This design comes from an exercise in tuning for small area on the open sky130 flow, not from production work. Function was checked by simulation only, so behaviour that the tests miss may differ from the original. Power figures rest on the tool's default switching activity, not on a simulated workload.

==> inputs of wip/cedar <==
==> flow/design.v <==
package mr_ctl_pkg;
    typedef struct packed {
        logic [3-1:0]      chnl;
        logic [5-1:0] local_tag;
    } mr_tag_fields_t;
    typedef union packed {
        logic [8-1:0] flat;
        mr_tag_fields_t         f;
    } mr_tag_u;
    localparam int CHNL_SQ      = 0;
    localparam int CHNL_RQ      = 1;
    localparam int CHNL_TX_REQ  = 2;
    localparam int CHNL_RX_REQ  = 3;
    localparam int CHNL_RX_RESP = 4;
endpackage
`timescale 1ns/100ps
module mr_ctl_top (
    input  logic                                                 clk,
    input  logic                                                 rst,
    input  logic                                                 cfg_wr_en,
    input  logic [4-1:0]                               cfg_key,
    input  logic                                                 cfg_key_valid,
    input  logic [48-1:0]                            cfg_base,
    input  logic [32-1:0]                          cfg_len,
    input  logic [5-1:0]                              req_valid,
    input  logic [5-1:0][8-1:0]             req_qpn,
    input  logic [5-1:0][4-1:0]             req_key,
    input  logic [5-1:0][32-1:0]        req_offset,
    output logic [5-1:0]                              req_ready,
    output logic [5-1:0]                              rsp_valid,
    output logic [5-1:0][16-1:0]     rsp_head,
    output logic [5-1:0][49-1:0]     rsp_data,
    input  logic [5-1:0]                              rsp_ready
);
    localparam int NCH = 5;
    localparam int CL  = 3;
    localparam int LTL = 5;
    localparam int QL  = 8;
    localparam int KL  = 4;
    localparam int KN  = 1 << KL;
    localparam int OW  = 32;
    localparam int AW  = 48;
    localparam int DW  = 49;
    localparam logic [CL-1:0] ST_IDLE = CL'(NCH);
    logic [KN-1:0]   tbl_valid;
    logic [AW-1:0]   tbl_base [KN];
    logic [OW-1:0]   tbl_len  [KN];
    always_ff @(posedge clk or posedge rst) begin
        if (rst) begin
            tbl_valid <= '0;
        end else if (cfg_wr_en) begin
            tbl_valid[cfg_key] <= cfg_key_valid;
        end
    end
    always_ff @(posedge clk) begin
        if (cfg_wr_en) begin
            tbl_base[cfg_key] <= cfg_base;
            tbl_len[cfg_key]  <= cfg_len;
        end
    end
    logic [CL-1:0]   rr_ptr;       
    logic            iss_v;
    logic [KL-1:0]   iss_key;
    logic [KN-1:0]   iss_koh;      
    logic [OW-1:0]   iss_off;
    logic [QL-1:0]   iss_qpn;
    logic [CL-1:0]   iss_ch;       
    logic            s1_v;
    logic [DW-1:0]   s1_data;
    logic [QL-1:0]   s1_qpn;
    logic [CL-1:0]   s1_ch;
    logic            s2_v;
    logic [DW-1:0]   s2_data;
    logic [QL-1:0]   s2_qpn;
    logic [CL-1:0]   s2_ch;
    logic [CL-1:0]   state;
    logic [DW-1:0]   lat_data;
    logic [QL-1:0]   lat_qpn;
    logic [NCH-1:0][LTL-1:0] rel_cnt;
    logic            idle;
    logic            stall;
    logic            issue_free;
    logic            grant_found;
    logic [CL-1:0]   grant_chnl;
    assign rr_ptr     = (iss_ch == CL'(NCH - 1)) ? '0 : iss_ch + 1'b1;
    assign idle       = (state == ST_IDLE);
    assign stall      = s2_v && !idle;
    assign issue_free = !iss_v || !stall;
    logic [NCH-1:0]  gnt_oh;
    always_comb begin
        logic [2*NCH-1:0] rq2;
        logic [NCH-1:0]   hit;
        rq2 = {req_valid, req_valid} >> rr_ptr;
        hit = '0;
        for (int i = NCH - 1; i >= 0; i--) begin
            if (rq2[i]) hit = NCH'(1) << i;
        end
        gnt_oh = NCH'(({hit, hit} << rr_ptr) >> NCH);
        grant_found = |req_valid && issue_free;
        grant_chnl  = '0;
        for (int c = 0; c < NCH; c++) begin
            if (gnt_oh[c]) grant_chnl = grant_chnl | CL'(c);
        end
    end
    assign req_ready = issue_free ? gnt_oh : '0;
    logic [KL-1:0]   sel_key;
    logic [OW-1:0]   sel_off;
    logic [QL-1:0]   sel_qpn;
    always_comb begin
        sel_key = '0;
        sel_off = '0;
        sel_qpn = '0;
        for (int c = 0; c < NCH; c++) begin
            sel_key = sel_key | ({KL{gnt_oh[c]}} & req_key[c]);
            sel_off = sel_off | ({OW{gnt_oh[c]}} & req_offset[c]);
            sel_qpn = sel_qpn | ({QL{gnt_oh[c]}} & req_qpn[c]);
        end
    end
    logic            ent_valid;
    logic [AW-1:0]   ent_base;
    logic [OW-1:0]   ent_len;
    logic            x_err;
    logic [AW-1:0]   x_addr;
    assign iss_koh = KN'(1) << iss_key;
    always_comb begin
        ent_valid = 1'b0;
        ent_base  = '0;
        ent_len   = '0;
        for (int k = 0; k < KN; k++) begin
            ent_valid = ent_valid | (iss_koh[k] & tbl_valid[k]);
            ent_base  = ent_base  | ({AW{iss_koh[k]}} & tbl_base[k]);
            ent_len   = ent_len   | ({OW{iss_koh[k]}} & tbl_len[k]);
        end
    end
    assign x_err     = !ent_valid || (iss_off >= ent_len);
    localparam int NB = 4;
    function automatic int bs(input int k);
        case (k)
            0:       bs = 0;
            1:       bs = 12;
            2:       bs = 24;
            3:       bs = OW;
            default: bs = AW;
        endcase
    endfunction
    logic [OW:0]     rc;       
    logic [AW-1:0]   rs;       
    logic [AW:0]     ip;       
    logic [NB:0]     bc;       
    assign bc[0] = 1'b0;
    for (genvar k = 0; k < NB; k++) begin : g_blk
        for (genvar i = bs(k); i < bs(k+1); i++) begin : g_bit
            if (i < OW) begin : g_add
                logic cin;
                assign cin   = (i == bs(k)) ? 1'b0 : rc[i];
                assign rs[i] = ent_base[i] ^ iss_off[i] ^ cin;
                assign rc[i+1] = (ent_base[i] & iss_off[i]) | (cin & (ent_base[i] ^ iss_off[i]));
            end else begin : g_pass
                assign rs[i] = ent_base[i];
            end
            logic pin;
            assign pin       = (i == bs(k)) ? 1'b1 : ip[i];
            assign ip[i+1]   = pin & rs[i];
            assign x_addr[i] = rs[i] ^ (bc[k] & pin);
        end
        if (bs(k+1) <= OW) begin : g_co
            assign bc[k+1] = rc[bs(k+1)] | (bc[k] & ip[bs(k+1)]);
        end else begin : g_top
            assign bc[k+1] = 1'b0;
        end
    end
    assign rc[0] = 1'b0;
    assign ip[0] = 1'b0;
    always_ff @(posedge clk or posedge rst) begin
        if (rst) begin
            iss_ch <= CL'(NCH - 1);
            iss_v  <= 1'b0;
            s1_v   <= 1'b0;
            s2_v   <= 1'b0;
            state  <= ST_IDLE;
        end else begin
            if (grant_found) begin
                iss_ch <= grant_chnl;
            end
            if (issue_free) begin
                iss_v <= grant_found;
            end
            if (!stall) begin
                s1_v <= iss_v;
                s2_v <= s1_v;
            end
            if (idle) begin
                if (s2_v) begin
                    state <= s2_ch;
                end
            end else if (rsp_ready[state]) begin
                state <= ST_IDLE;
            end
        end
    end
    always_ff @(posedge clk) begin
        if (issue_free) begin
            iss_key <= sel_key;
            iss_off <= sel_off;
            iss_qpn <= sel_qpn;
        end
        if (!stall) begin
            s1_data <= x_err ? {1'b1, {AW{1'b0}}} : {1'b0, x_addr};
            s1_qpn  <= iss_qpn;
            s1_ch   <= iss_ch;
            s2_data <= s1_data;
            s2_qpn  <= s1_qpn;
            s2_ch   <= s1_ch;
        end
        if (idle) begin
            lat_data <= s2_data;
            lat_qpn  <= s2_qpn;
        end
    end
    always_ff @(posedge clk or posedge rst) begin
        if (rst) begin
            rel_cnt <= '0;
        end else begin
            for (int c = 0; c < NCH; c++) begin
                if (rsp_valid[c] && rsp_ready[c]) begin
                    rel_cnt[c] <= rel_cnt[c] + 1'b1;
                end
            end
        end
    end
    for (genvar c = 0; c < NCH; c++) begin : g_chnl
        assign rsp_valid[c] = (state == CL'(c));
        assign rsp_head[c]  = {lat_qpn, {(8 - LTL){1'b0}}, rel_cnt[c]};
        assign rsp_data[c]  = lat_data;
    end
endmodule
==> flow/flow/run.sh <==
#!/bin/bash
# ORFS layout through the standard.sh, with three changes:
#  - synthesis is the standard one (same Yosys script, same registers) but
#    ABC maps the logic with an area-oriented script (flow/abc_area.script)
#  - port buffers use the smallest buffer instead of the resizer's pick
#  - the clock tree uses small leaf clock buffers (larger ones at the root
#    and in the tree), bounded sink clusters and no
#    dummy loads
# Each ORFS step logs to orfs/logs/...; make's output goes to synth.log and
# standard.log.
set -euo pipefail
W=$PWD
rm -rf "$W/scripts_area"
cp -r "$FLOW_HOME/scripts" "$W/scripts_area"
cp "$W/flow/abc_area.script" "$W/scripts_area/abc_speed.script"
SCRIPTS_DIR="$W/scripts_area" bash standard.sh synth > synth.log 2>&1
export BUFFER_PORTS_ARGS="-buffer_cell sky130_fd_sc_hd__buf_1"
export CTS_ARGS="-sink_clustering_enable -repair_clock_nets -buf_list sky130_fd_sc_hd__clkbuf_4 -root_buf sky130_fd_sc_hd__clkbuf_16 -tree_buf sky130_fd_sc_hd__clkbuf_8 -sink_clustering_size 10 -sink_clustering_max_diameter 35 -dont_use_dummy_load"
bash standard.sh > standard.log 2>&1
==> flow/flow/abc_area.script <==
strash
dc2
&get -n
&st
&dch -f
&nf -a
&put
buffer -c
topo
stime -c
upsize -c
dnsize -c
==> flow/standard.sh <==
#!/bin/bash
# synth_recipe.tcl (not shown) runs the flow's synth.tcl, then flattens the netlist and writes it again
# the make line also repeats each setting of config.mk as NAME=value (left out here)
make -C /OpenROAD-flow-scripts/flow DESIGN_CONFIG=/design/flow/config.mk WORK_HOME=/design/flow/orfs CLKGATE_MAP_FILE= SYNTH_SCRIPT=/design/flow/synth_recipe.tcl "${@:-finish}"
==> flow/config.mk <==
export PLATFORM = sky130hd
export DESIGN_NAME = mr_ctl_top
export DESIGN_NICKNAME = mr_ctl_top
export VERILOG_FILES = /design/flow/design.v
export SDC_FILE = /design/flow/constraint.sdc
export NUM_CORES = 4
export LEC_CHECK = 0
export CAP_MARGIN = 5
export CORE_MARGIN = 2
export CORE_UTILIZATION = 70
export SLEW_MARGIN = 5
==> flow/constraint.sdc <==
create_clock -name core_clock -period 12.0 [get_ports {clk}]
set_input_delay 2.4000 -clock core_clock [delete_from_list [all_inputs] [get_ports {clk}]]
set_output_delay 2.4000 -clock core_clock [all_outputs]
set_load 0.01 [all_outputs]
==> inputs of wip/raven, as changes to wip/cedar <==
==> flow/design.v, changed modules only <==
module mr_ctl_top (
    input  logic                                                 clk,
    input  logic                                                 rst,
    input  logic                                                 cfg_wr_en,
    input  logic [4-1:0]                               cfg_key,
    input  logic                                                 cfg_key_valid,
    input  logic [48-1:0]                            cfg_base,
    input  logic [32-1:0]                          cfg_len,
    input  logic [5-1:0]                              req_valid,
    input  logic [5-1:0][8-1:0]             req_qpn,
    input  logic [5-1:0][4-1:0]             req_key,
    input  logic [5-1:0][32-1:0]        req_offset,
    output logic [5-1:0]                              req_ready,
    output logic [5-1:0]                              rsp_valid,
    output logic [5-1:0][16-1:0]     rsp_head,
    output logic [5-1:0][49-1:0]     rsp_data,
    input  logic [5-1:0]                              rsp_ready
);
    localparam int NCH = 5;
    localparam int CL  = 3;
    localparam int LTL = 5;
    localparam int QL  = 8;
    localparam int KL  = 4;
    localparam int KN  = 1 << KL;
    localparam int OW  = 32;
    localparam int AW  = 48;
    localparam int DW  = 49;
    localparam logic [CL-1:0] ST_IDLE = CL'(NCH);
    logic [KN-1:0]   tbl_valid;
    logic [AW-1:0]   tbl_base [KN];
    logic [OW-1:0]   tbl_len  [KN];
    always_ff @(posedge clk or posedge rst) begin
        if (rst) begin
            tbl_valid <= '0;
        end else if (cfg_wr_en) begin
            tbl_valid[cfg_key] <= cfg_key_valid;
        end
    end
    always_ff @(posedge clk) begin
        if (cfg_wr_en) begin
            tbl_base[cfg_key] <= cfg_base;
            tbl_len[cfg_key]  <= cfg_len;
        end
    end
    logic [CL-1:0]   rr_ptr;
    logic            iss_v;
    logic [KL-1:0]   iss_key;
    logic [OW-1:0]   iss_off;
    logic [QL-1:0]   iss_qpn;
    logic [CL-1:0]   iss_ch;
    logic            s1_v;
    logic [DW-1:0]   s1_data;
    logic [QL-1:0]   s1_qpn;
    logic [CL-1:0]   s1_ch;
    logic            s2_v;
    logic [DW-1:0]   s2_data;
    logic [QL-1:0]   s2_qpn;
    logic [CL-1:0]   s2_ch;
    logic [CL-1:0]   state;
    logic [DW-1:0]   lat_data;
    logic [QL-1:0]   lat_qpn;
    logic [NCH-1:0][LTL-1:0] rel_cnt;
    logic            idle;
    logic            stall;
    logic            issue_free;
    logic            grant_found;
    logic [CL-1:0]   grant_chnl;
    assign idle       = (state == ST_IDLE);
    assign stall      = s2_v && !idle;
    assign issue_free = !iss_v || !stall;
    always_comb begin
        int idx;
        grant_found = 1'b0;
        grant_chnl  = '0;
        for (int i = 0; i < NCH; i++) begin
            idx = (int'(rr_ptr) + i) % NCH;
            if (!grant_found && req_valid[idx]) begin
                grant_found = 1'b1;
                grant_chnl  = CL'(idx);
            end
        end
        grant_found = grant_found && issue_free;
    end
    assign req_ready = grant_found ? (NCH'(1) << grant_chnl) : '0;
    logic            ent_valid;
    logic [AW-1:0]   ent_base;
    logic [OW-1:0]   ent_len;
    logic            x_err;
    logic [AW-1:0]   x_addr;
    assign ent_valid = tbl_valid[iss_key];
    assign ent_base  = tbl_base[iss_key];
    assign ent_len   = tbl_len[iss_key];
    assign x_err     = !ent_valid || (iss_off >= ent_len);
    assign x_addr    = ent_base + {{(AW - OW){1'b0}}, iss_off};
    always_ff @(posedge clk or posedge rst) begin
        if (rst) begin
            rr_ptr <= '0;
            iss_v  <= 1'b0;
            s1_v   <= 1'b0;
            s2_v   <= 1'b0;
            state  <= ST_IDLE;
        end else begin
            if (grant_found) begin
                rr_ptr <= (grant_chnl == CL'(NCH - 1)) ? '0 : grant_chnl + 1'b1;
            end
            if (issue_free) begin
                iss_v <= grant_found;
            end
            if (!stall) begin
                s1_v <= iss_v;
                s2_v <= s1_v;
            end
            if (idle) begin
                if (s2_v) begin
                    state <= s2_ch;
                end
            end else if (rsp_ready[state]) begin
                state <= ST_IDLE;
            end
        end
    end
    always_ff @(posedge clk) begin
        if (issue_free) begin
            iss_key <= req_key[grant_chnl];
            iss_off <= req_offset[grant_chnl];
            iss_qpn <= req_qpn[grant_chnl];
            iss_ch  <= grant_chnl;
        end
        if (!stall) begin
            s1_data <= x_err ? {1'b1, {AW{1'b0}}} : {1'b0, x_addr};
            s1_qpn  <= iss_qpn;
            s1_ch   <= iss_ch;
            s2_data <= s1_data;
            s2_qpn  <= s1_qpn;
            s2_ch   <= s1_ch;
        end
        if (idle) begin
            lat_data <= s2_data;
            lat_qpn  <= s2_qpn;
        end
    end
    always_ff @(posedge clk or posedge rst) begin
        if (rst) begin
            rel_cnt <= '0;
        end else begin
            for (int c = 0; c < NCH; c++) begin
                if (rsp_valid[c] && rsp_ready[c]) begin
                    rel_cnt[c] <= rel_cnt[c] + 1'b1;
                end
            end
        end
    end
    for (genvar c = 0; c < NCH; c++) begin : g_chnl
        assign rsp_valid[c] = (state == CL'(c));
        assign rsp_head[c]  = {lat_qpn, {(8 - LTL){1'b0}}, rel_cnt[c]};
        assign rsp_data[c]  = lat_data;
    end
endmodule
==> flow/run.sh (new file) <==
#!/bin/bash
# synth_recipe.tcl (not shown) runs the flow's synth.tcl, then flattens the netlist and writes it again
# the make line also repeats each setting of config.mk as NAME=value (left out here)
make -C /OpenROAD-flow-scripts/flow DESIGN_CONFIG=/design/flow/config.mk WORK_HOME=/design/flow/orfs CLKGATE_MAP_FILE= SYNTH_SCRIPT=/design/flow/synth_recipe.tcl finish
CAP_MARGIN = 20   (was 5)
CORE_UTILIZATION = 40   (was 70)
SLEW_MARGIN = 20   (was 5)
removed: flow/flow/run.sh
removed: flow/flow/abc_area.script
removed: flow/standard.sh
==> results.txt <==
item                                                                                     wip/cedar                wip/raven
Outcome                                                                    complete, no violations  complete, no violations
Reg-to-reg critical path endpoint                                        s1_data[47]$_SDFFCE_PP0N_     iss_qpn[5]$_DFFE_PN_
Proportion of final cell area spent on non-clock buffers                                    4.849%                   8.873%
Beginning of the worst register-to-register path                              iss_key[2]$_DFFE_PN_    rr_ptr[1]$_DFFE_PP0P_
Max Clk Rate                                                                             95.16 MHz                98.02 MHz
Start point of the critical path                                              iss_key[2]$_DFFE_PN_    rr_ptr[1]$_DFFE_PP0P_
Total clock buffers created by CTS                                                             198                      163
Leakage power total                                                                       20.26 nW                 25.90 nW
Mux cell area share after synthesis                                                        0.3566%                   15.99%
Met2 track demand over resource                                                             61.04%                   35.18%
R2r setup slk                                                                              1490 ps                  4150 ps
CTS clk-pin slew, worst paths                                                               100 ps                    60 ps
Die Span X                                                                           295.0 microns            409.8 microns
Power share of the sequential group                                                          43.1%                    32.9%
Buffers & Inverters on Critical Path                                                             2                        6
GP Congestion                                                                               0.9421                   0.8567
Normalized max-slew margin                                                                  14.28%                   22.27%
Multi-input logic cell count                                                                  1400                     1405
Pre-CTS worst setup slack                                                                  1490 ps                  2598 ps
Pin count of the biggest net entering global routing                                            81                      104
Measured slew at the worst slew-check pin                                                  1283 ps                  1166 ps
Layout overhead on the synthesized area                                                     6.755%                   19.42%
Number of distinct standard cells referenced by the synthesized netlist                         63                      100

-- re-timing with driven ports --
No port has a modelled driver above. Below, the same layouts with a new extraction and two added sets of constraints.
Step 1 assumes that a clkbuf_16 drives the clock port and a buf_2 every other input.
Step 2 also shifts input and output timing later by t, the mid clock arrival at the registers, as if the neighbouring blocks saw the same clock.
Three values: ideal ports, drivers, drivers and shift; two values: the first two.
| run | t, ns | setup slack, ns | latest minus earliest clock arrival (ns) | cell pins on the clock port's net |
|---|---|---|---|---|
| wip/cedar | 0.756 | 1.492 / 1.492 / 1.492 | 0.101 / 0.102 | 1 |
| wip/raven | 0.863 | 1.798 / 1.721 / 2.584 | 0.069 / 0.069 | 1 |
After both steps setup and hold are still met in every run listed.
